This is an optimization exercise on Yosys and OpenROAD, whose aim is small area, a short achievable clock period and few clock cycles per item, not a production implementation. RTL that was checked went through simulation tests only; none was proved equivalent to the original. Power figures rest on the tool's default switching activity, not on a simulated workload.

## polygon_convexity_check
module polygon_convexity_check #(
  parameter int COORD_WIDTH = 16
) (
  input  logic                          clk,
  input  logic                          rst,
  input  logic                          vertex_valid,
  output logic                          vertex_ready,
  input  logic signed [COORD_WIDTH-1:0] vertex_x,
  input  logic signed [COORD_WIDTH-1:0] vertex_y,
  input  logic                          last_vertex,
  output logic                          result_valid,
  input  logic                          result_ready,
  output logic                          is_convex,
  output logic                          too_few
);
Size in the first run: roughly 41 I/O pins, roughly 25,000 um2 of cells after synthesis.
clock: 7.5 ns
lec_check: 0
abc_area: 1
cap_margin: 20
core_margin: 2
core_utilization: 40
cts_cluster_diameter: 80
cts_cluster_size: 30
place_density: 0.6
setup_slack_margin: 4.7
slew_margin: 20
standard.sh (not shown) runs the stock make flow with config.mk's settings and CLKGATE_MAP_FILE= SYNTH_SCRIPT=/design/flow/synth_recipe.tcl, a recipe that flattens the netlist after the stock synthesis.
==> flow/flow/run.sh <==
#!/bin/bash
# Layout flow: the standard flow (standard.sh) unchanged except for one step in
# synthesis. Before Yosys's fine-grained synthesis runs ABC, the adder trees of the RTL
# (plain XOR / majority gates) are mapped to full- and half-adder cells, so ABC cannot
# restructure them first; extracting them afterwards leaves inverters between the adder
# cells. Everything else, including the registers, is the standard synthesis.
# Placement buffers every input and output port as the standard flow does, but with a
# plain buffer cell (buf_2) instead of the delay cell buffer_ports picks by default.
set -euo pipefail
HERE=$(pwd)
FL=$HERE/flow

# synthesis script: ORFS's synth.tcl with the early adder extraction inserted
python3 - "$FLOW_HOME/scripts/synth.tcl" "$HERE/synth_fa.tcl" <<'PYEOF'
import sys
src = open(sys.argv[1]).read()
anchor = """if {
  [env_var_exists_and_non_empty SYNTH_WRAPPED_OPERATORS] ||
  [env_var_exists_and_non_empty SWAP_ARITH_OPERATORS]
} {
  source $::env(SCRIPTS_DIR)/synth_wrap_operators.tcl
} else {"""
early = """# early full-adder extraction (this flow's only change to synthesis)
opt -fast -full
memory_map
opt -full
techmap -map +/techmap.v -map $::env(FLOW_HOME)/platforms/common/lcu_kogge_stone.v
opt -fast
extract_fa {*}[dont_use_extract_fa_args]
techmap -map $::env(ADDER_MAP_FILE)
opt -fast

"""
assert src.count(anchor) == 1, "synth.tcl anchor not found"
open(sys.argv[2], "w").write(src.replace(anchor, early + anchor))
PYEOF
# The standard flow's synthesis wrapper, sourcing the script above instead of synth.tcl
sed "s|\$::env(SCRIPTS_DIR)/synth.tcl|$HERE/synth_fa.tcl|" synth_recipe.tcl > synth_recipe_fa.tcl
grep -q "synth_fa.tcl" synth_recipe_fa.tcl
# standard.sh with that synthesis wrapper, for the synth target only
sed "s|SYNTH_SCRIPT=[^ ]*|SYNTH_SCRIPT=$HERE/synth_recipe_fa.tcl|" standard.sh > standard_fa.sh
grep -q "synth_recipe_fa.tcl" standard_fa.sh

bash standard_fa.sh synth > synth.log 2>&1
export BUFFER_PORTS_ARGS="-buffer_cell sky130_fd_sc_hd__buf_2"
bash standard.sh finish > finish.log 2>&1
==> next run, changes <==
- SETUP_SLACK_MARGIN: 4.7 -> 4.6
What happened:
- power climbs slightly
- routed wire length goes down by a few percent
- cell count goes down by a few percent
- fmax came out lower by a few percent
- sequential power stays flat
- design area is lower by a few percent
- global-route usage shrinks by 0.58 points
- synthesized cell count does not change
- core utilization goes down by 1.6 points
- combinational power falls slightly
- setup slack degrades by 0.074 ns
No functional check of the RTL was part of any run of this note.

---

Another version of the RTL of polygon_convexity_check (not shown whole).
For scale: ~400 flip-flops, about 41 I/O pins.
clock: 7.5 ns
lec_check: 0
abc_area: 1
cap_margin: 20
core_margin: 2
core_utilization: 40
cts_cluster_diameter: 80
cts_cluster_size: 30
place_density: 0.6
setup_slack_margin: 4.4
slew_margin: 20
==> flow/flow/run.sh <==
#!/bin/bash
# Layout flow: the standard flow (standard.sh) unchanged except for one step in
# synthesis. Before Yosys's fine-grained synthesis runs ABC, the adder trees of the RTL
# (plain XOR / majority gates) are mapped to full- and half-adder cells, so ABC cannot
# restructure them first; extracting them afterwards leaves inverters between the adder
# cells. Everything else, including the registers, is the standard synthesis.
set -euo pipefail
HERE=$(pwd)
FL=$HERE/flow

# synthesis script: ORFS's synth.tcl with the early adder extraction inserted
python3 - "$FLOW_HOME/scripts/synth.tcl" "$HERE/synth_fa.tcl" <<'PYEOF'
import sys
src = open(sys.argv[1]).read()
anchor = """if {
  [env_var_exists_and_non_empty SYNTH_WRAPPED_OPERATORS] ||
  [env_var_exists_and_non_empty SWAP_ARITH_OPERATORS]
} {
  source $::env(SCRIPTS_DIR)/synth_wrap_operators.tcl
} else {"""
early = """# early full-adder extraction (this flow's only change to synthesis)
opt -fast -full
memory_map
opt -full
techmap -map +/techmap.v -map $::env(FLOW_HOME)/platforms/common/lcu_kogge_stone.v
opt -fast
extract_fa {*}[dont_use_extract_fa_args]
techmap -map $::env(ADDER_MAP_FILE)
opt -fast

"""
assert src.count(anchor) == 1, "synth.tcl anchor not found"
open(sys.argv[2], "w").write(src.replace(anchor, early + anchor))
PYEOF
# The standard flow's synthesis wrapper, sourcing the script above instead of synth.tcl
sed "s|\$::env(SCRIPTS_DIR)/synth.tcl|$HERE/synth_fa.tcl|" synth_recipe.tcl > synth_recipe_fa.tcl
grep -q "synth_fa.tcl" synth_recipe_fa.tcl
# standard.sh with that synthesis wrapper, for the synth target only
sed "s|SYNTH_SCRIPT=[^ ]*|SYNTH_SCRIPT=$HERE/synth_recipe_fa.tcl|" standard.sh > standard_fa.sh
grep -q "synth_recipe_fa.tcl" standard_fa.sh

bash standard_fa.sh synth > synth.log 2>&1
bash standard.sh finish > finish.log 2>&1
Testbench counts at the start, summed over its fixed seeds: cycles 59,325, items 59,266.
Then changed:
- GPL_ROUTABILITY_DRIVEN: default -> 0
- SETUP_SLACK_MARGIN: 4.4 -> 4.6
The changed run ran to the end with no violations.
Core utilization is higher by 2.1 points.
Setup slack is better by 160 ps.
Sequential power barely changes.
Die area stays the same.
Then changed:
--- a/flow/flow/run.sh
+++ b/flow/flow/run.sh
@@ -6,2 +6,4 @@
 # cells. Everything else, including the registers, is the standard synthesis.
+# Placement buffers every input and output port as the standard flow does, but with a
+# plain buffer cell (buf_2) instead of the delay cell buffer_ports picks by default.
 set -euo pipefail
@@ -42,2 +44,3 @@
 bash standard_fa.sh synth > synth.log 2>&1
+export BUFFER_PORTS_ARGS="-buffer_cell sky130_fd_sc_hd__buf_2"
 bash standard.sh finish > finish.log 2>&1
- GPL_ROUTABILITY_DRIVEN: 0 -> default
What happened: Die area stays the same. Power came out higher by 0.76%. Clock skew came out lower by 17 ps. Fmax grows by 0.70%. Global-route usage is higher by 0.46 points. Utilization went down by 1.1 points.

---

Another version of the RTL of polygon_convexity_check (not shown whole).
Size: ~2500 cells after synthesis, about 390 flip-flops, about 41 I/O pins, about 26000 µm² of cells after synthesis.
==> flow/config.mk <==
export PLATFORM = sky130hd
export DESIGN_NAME = polygon_convexity_check
export DESIGN_NICKNAME = polygon_convexity_check
export VERILOG_FILES = /design/flow/design.v
export SDC_FILE = /design/flow/constraint.sdc
export NUM_CORES = 4
export LEC_CHECK = 0
export ABC_AREA = 1
export CAP_MARGIN = 20
export CORE_MARGIN = 2
export CORE_UTILIZATION = 40
export CTS_CLUSTER_DIAMETER = 80
export CTS_CLUSTER_SIZE = 30
export PLACE_DENSITY = 0.6
export SETUP_SLACK_MARGIN = 4.6
export SLEW_MARGIN = 20
==> flow/constraint.sdc <==
create_clock -name core_clock -period 7.5 [get_ports {clk}]
set_input_delay 1.5000 -clock core_clock [delete_from_list [all_inputs] [get_ports {clk}]]
set_output_delay 1.5000 -clock core_clock [all_outputs]
set_load 0.01 [all_outputs]
==> flow/flow/run.sh <==
#!/bin/bash
# Layout flow: the standard flow (standard.sh) unchanged except for one step in
# synthesis. Before Yosys's fine-grained synthesis runs ABC, the adder trees of the RTL
# (plain XOR / majority gates) are mapped to full- and half-adder cells, so ABC cannot
# restructure them first; extracting them afterwards leaves inverters between the adder
# cells. Everything else, including the registers, is the standard synthesis.
set -euo pipefail
HERE=$(pwd)
FL=$HERE/flow

# synthesis script: ORFS's synth.tcl with the early adder extraction inserted
python3 - "$FLOW_HOME/scripts/synth.tcl" "$HERE/synth_fa.tcl" <<'PYEOF'
import sys
src = open(sys.argv[1]).read()
anchor = """if {
  [env_var_exists_and_non_empty SYNTH_WRAPPED_OPERATORS] ||
  [env_var_exists_and_non_empty SWAP_ARITH_OPERATORS]
} {
  source $::env(SCRIPTS_DIR)/synth_wrap_operators.tcl
} else {"""
early = """# early full-adder extraction (this flow's only change to synthesis)
opt -fast -full
memory_map
opt -full
techmap -map +/techmap.v -map $::env(FLOW_HOME)/platforms/common/lcu_kogge_stone.v
opt -fast
extract_fa {*}[dont_use_extract_fa_args]
techmap -map $::env(ADDER_MAP_FILE)
opt -fast

"""
assert src.count(anchor) == 1, "synth.tcl anchor not found"
open(sys.argv[2], "w").write(src.replace(anchor, early + anchor))
PYEOF
# The standard flow's synthesis wrapper, sourcing the script above instead of synth.tcl
sed "s|\$::env(SCRIPTS_DIR)/synth.tcl|$HERE/synth_fa.tcl|" synth_recipe.tcl > synth_recipe_fa.tcl
grep -q "synth_fa.tcl" synth_recipe_fa.tcl
# standard.sh with that synthesis wrapper, for the synth target only
sed "s|SYNTH_SCRIPT=[^ ]*|SYNTH_SCRIPT=$HERE/synth_recipe_fa.tcl|" standard.sh > standard_fa.sh
grep -q "synth_recipe_fa.tcl" standard_fa.sh

bash standard_fa.sh synth > synth.log 2>&1
bash standard.sh finish > finish.log 2>&1
Testbench counts at the start, summed over its fixed seeds: cycles 59,325, items 59,266.
Then changed:
--- a/flow/config.mk
+++ b/flow/config.mk
@@ -15 +15 @@
-export SETUP_SLACK_MARGIN = 4.6
+export SETUP_SLACK_MARGIN = 4.8
Result: The new run finished clean. Synthesized cell count stays the same. Cell count rose by about 4.6%. Worst setup slack is better by 0.060 ns. Count of clock-buffer cells in the layout rose by 1. Critical path depth rose by 1. Global-route usage rose by 2.5 points. Synthesized area is unchanged. Combinational power rose by about 10%. Clock skew fell by 0.017 ns. Worst hold slack hardly moves.

---

polygon_convexity_check, a different RTL version from the one above (not shown whole).
Size in the first run: ~2600 cells after synthesis, ~350 flip-flops, ~41 I/O pins.
==> flow/config.mk <==
export PLATFORM = sky130hd
export DESIGN_NAME = polygon_convexity_check
export DESIGN_NICKNAME = polygon_convexity_check
export VERILOG_FILES = /design/flow/design.v
export SDC_FILE = /design/flow/constraint.sdc
export NUM_CORES = 4
export LEC_CHECK = 0
export ABC_AREA = 1
export CAP_MARGIN = 5
export CORE_MARGIN = 2
export CORE_UTILIZATION = 40
export PLACE_DENSITY = 0.6
export SETUP_SLACK_MARGIN = 4.0
export SLEW_MARGIN = 5
==> flow/constraint.sdc <==
create_clock -name core_clock -period 7.5 [get_ports {clk}]
set_input_delay 1.5000 -clock core_clock [delete_from_list [all_inputs] [get_ports {clk}]]
set_output_delay 1.5000 -clock core_clock [all_outputs]
set_load 0.01 [all_outputs]
run.sh (not shown) runs the stock make flow with config.mk's settings and CLKGATE_MAP_FILE= SYNTH_SCRIPT=/design/flow/synth_recipe.tcl, a recipe that flattens the netlist after the stock synthesis.
Stock flow here: none of the scripts above is used.
Testbench counts at the start, summed over its fixed seeds: cycles 59,325, items 59,266.
Edit:
- CAP_MARGIN: 5 -> 20
- CORE_UTILIZATION: 40 -> 55
- PLACE_DENSITY: 0.6 -> 0.72
- SETUP_SLACK_MARGIN: 4.0 -> 4.2
- SLEW_MARGIN: 5 -> 20
The changed run went through all stages and came out clean; cell area goes up by 0.89%; critical path depth goes up by 2; clock power goes up by about 4%; worst hold slack degrades by 0.0086 ns; total power goes up by 2.4%; core utilization goes up by 18 points; routed wire length goes up by 0.73%; cell count goes down by 5.6%.

---

Setup of quartz:
Another version of the RTL of polygon_convexity_check (not shown whole).
Size in the first run: roughly 2500 cells after synthesis, about 330 flip-flops, roughly 41 I/O pins, about 0.026 mm2 of cells after synthesis.
Settings: LEC_CHECK=0, ABC_AREA=1, CAP_MARGIN=20, CORE_MARGIN=2, CORE_UTILIZATION=40, PLACE_DENSITY=0.6, SETUP_SLACK_MARGIN=4.0, SLEW_MARGIN=20; clock period 7.5 ns.
standard.sh (not shown) runs the stock make flow with config.mk's settings and CLKGATE_MAP_FILE= SYNTH_SCRIPT=/design/flow/synth_recipe.tcl, a recipe that flattens the netlist after the stock synthesis.
Scripts as last shown in full above: flow/flow/run.sh
diff inputs: quartz => fjord
==> flow/run.sh (new file) <==
#!/bin/bash
# synth_recipe.tcl (not shown) runs the flow's synth.tcl, then flattens the netlist and writes it again
# the make line also repeats each setting of config.mk as NAME=value (left out here)
make -C /OpenROAD-flow-scripts/flow DESIGN_CONFIG=/design/flow/config.mk WORK_HOME=/design/flow/orfs CLKGATE_MAP_FILE= SYNTH_SCRIPT=/design/flow/synth_recipe.tcl finish
removed: flow/flow/run.sh
removed: flow/standard.sh
Notes after the runs:
Going from quartz to fjord, final critical path time including I/O delays and setup down 0.014 ns; post-detailed-route count of antenna-violating nets ~0 delta; number of optimization iterations in the first detailed-route pass now sits lower; sequential share of layout area has decreased.
Function was not checked in any run of this note: the RTL went through the layout flow alone.

---

== tundra ==
polygon_convexity_check with an RTL version that a note above also has.
For scale: about 2500 cells after synthesis, about 390 flip-flops, roughly 41 I/O pins, roughly 26000 sq um of cells after synthesis.
clock: 7.5 ns
lec_check: 0
abc_area: 1
cap_margin: 20
core_margin: 2
core_utilization: 40
cts_cluster_diameter: 80
cts_cluster_size: 30
place_density: 0.7
setup_slack_margin: 4.4
slew_margin: 20
==> flow/flow/run.sh <==
#!/bin/bash
# Layout flow: the standard flow (standard.sh) unchanged except for one step in
# synthesis. Before Yosys's fine-grained synthesis runs ABC, the adder trees of the RTL
# (plain XOR / majority gates) are mapped to full- and half-adder cells, so ABC cannot
# restructure them first; extracting them afterwards leaves inverters between the adder
# cells. Everything else, including the registers, is the standard synthesis.
set -euo pipefail
HERE=$(pwd)
FL=$HERE/flow

# synthesis script: ORFS's synth.tcl with the early adder extraction inserted
python3 - "$FLOW_HOME/scripts/synth.tcl" "$HERE/synth_fa.tcl" <<'PYEOF'
import sys
src = open(sys.argv[1]).read()
anchor = """if {
  [env_var_exists_and_non_empty SYNTH_WRAPPED_OPERATORS] ||
  [env_var_exists_and_non_empty SWAP_ARITH_OPERATORS]
} {
  source $::env(SCRIPTS_DIR)/synth_wrap_operators.tcl
} else {"""
early = """# early full-adder extraction (this flow's only change to synthesis)
opt -fast -full
memory_map
opt -full
techmap -map +/techmap.v -map $::env(FLOW_HOME)/platforms/common/lcu_kogge_stone.v
opt -fast
extract_fa {*}[dont_use_extract_fa_args]
techmap -map $::env(ADDER_MAP_FILE)
opt -fast

"""
assert src.count(anchor) == 1, "synth.tcl anchor not found"
open(sys.argv[2], "w").write(src.replace(anchor, early + anchor))
PYEOF
# The standard flow's synthesis wrapper, sourcing the script above instead of synth.tcl
sed "s|\$::env(SCRIPTS_DIR)/synth.tcl|$HERE/synth_fa.tcl|" synth_recipe.tcl > synth_recipe_fa.tcl
grep -q "synth_fa.tcl" synth_recipe_fa.tcl
# standard.sh with that synthesis wrapper, for the synth target only
sed "s|SYNTH_SCRIPT=[^ ]*|SYNTH_SCRIPT=$HERE/synth_recipe_fa.tcl|" standard.sh > standard_fa.sh
grep -q "synth_recipe_fa.tcl" standard_fa.sh

bash standard_fa.sh synth > synth.log 2>&1
bash standard.sh finish > finish.log 2>&1
Testbench counts of tundra, summed over its fixed seeds: cycles 59,325, items 59,266.
What raven does differently from tundra at the input level:
Settings: changing SETUP_SLACK_MARGIN from 4.4 to 4.6; changing CORE_UTILIZATION from 40 to 55.
--- outcome ---
- Compared with tundra, number of global-route vias before repair in raven increased by a few percent.
- Both conditions hold for raven: the flow ran to the end and the final layout passed the timing, design-rule and antenna checks.
- Going from tundra to raven, wire length increased by about 4% relative to the old numbers; relative area change from synthesis to final layout increased by 6.2 points relative to the old numbers; overall die height decreased by about 14% relative to the old numbers; setup slack increased by 0.058 ns relative to the old numbers.
- Summary: post-route cell area, raven worse than tundra
Modified inputs, xenon compared to raven
Settings: changing CORE_UTILIZATION from 55 to 40; changing SETUP_SLACK_MARGIN from 4.6 to 4.4; changing CTS_CLUSTER_DIAMETER from 80 to 70; changing PLACE_DENSITY from 0.7 to 0.6; changing CTS_CLUSTER_SIZE from 30 to 26.
### Flow results
The estimated power of xenon ends up lower than the estimate for raven.
Summary — register fraction of the total cell area, xenon relative to raven: higher, by 1.9 points.
Compared with raven, in xenon global-route usage went down by 8.4 points; routed via count went down by 6.0%.
xenon ended up with fa_1 as its cell with the largest stage delay on the worst path; raven ended up with fa_2.
Non-clock inverter total of the final layout for xenon is lower than for raven.
Die size: xenon exceeds raven
xenon falls short of raven in worst setup slack.

-- separate check: timing with driven ports --
No port has a modelled driver above. Below, the same layouts with a new extraction and two added sets of constraints.
Step 1 (the two cells are an assumption about what drives the block):
set clk [get_ports {clk}]
set_driving_cell -lib_cell sky130_fd_sc_hd__clkbuf_16 $clk
set_driving_cell -lib_cell sky130_fd_sc_hd__buf_2 [delete_from_list [all_inputs] $clk]
Step 2 also shifts input and output timing later by t, the mid clock arrival at the registers, as if the neighbouring blocks saw the same clock.
a / b / c = no drivers / after step 1 / after step 2; a / b = the first two.
run	shift t [ns]	setup slack, ns	worst setup path after step 2	latest minus earliest clock arrival (ns)
the first run of note 1	0.667	4.654 / 4.654 / 4.077	input to register	0.024 / 0.023
the second run of note 1	0.657	4.580 / 4.580 / 4.047	input to register	0.042 / 0.043
the first run of note 2	0.634	4.408 / 4.408 / 3.879	input to register	0.042 / 0.042
the second run of note 2	0.645	4.566 / 4.566 / 4.039	input to register	0.056 / 0.056
the third run of note 2	0.649	4.586 / 4.586 / 4.125	input to register	0.048 / 0.048
the first run of note 3	0.633	4.548 / 4.548 / 4.072	input to register	0.041 / 0.041
the second run of note 3	0.676	4.608 / 4.608 / 4.148	input to register	0.024 / 0.024
the first run of note 4	0.647	3.995 / 3.995 / 3.546	input to register	0.025 / 0.025
the second run of note 4	0.638	4.046 / 4.046 / 3.742	input to register	0.028 / 0.028
quartz	0.629	3.995 / 3.995 / 3.575	input to register	0.023 / 0.023
fjord	0.637	4.008 / 4.008 / 3.561	input to register	0.040 / 0.040
tundra	0.647	4.455 / 4.437 / 3.875	input to register	0.025 / 0.025
raven	0.654	4.514 / 4.514 / 4.015	input to register	0.035 / 0.034
xenon	0.635	4.337 / 4.337 / 3.888	input to register	0.033 / 0.033
After both steps setup and hold are still met in every run listed. For tundra, which loses most, drivers alone change the setup slack by -0.018 ns; drivers and shift together by -0.580 ns.
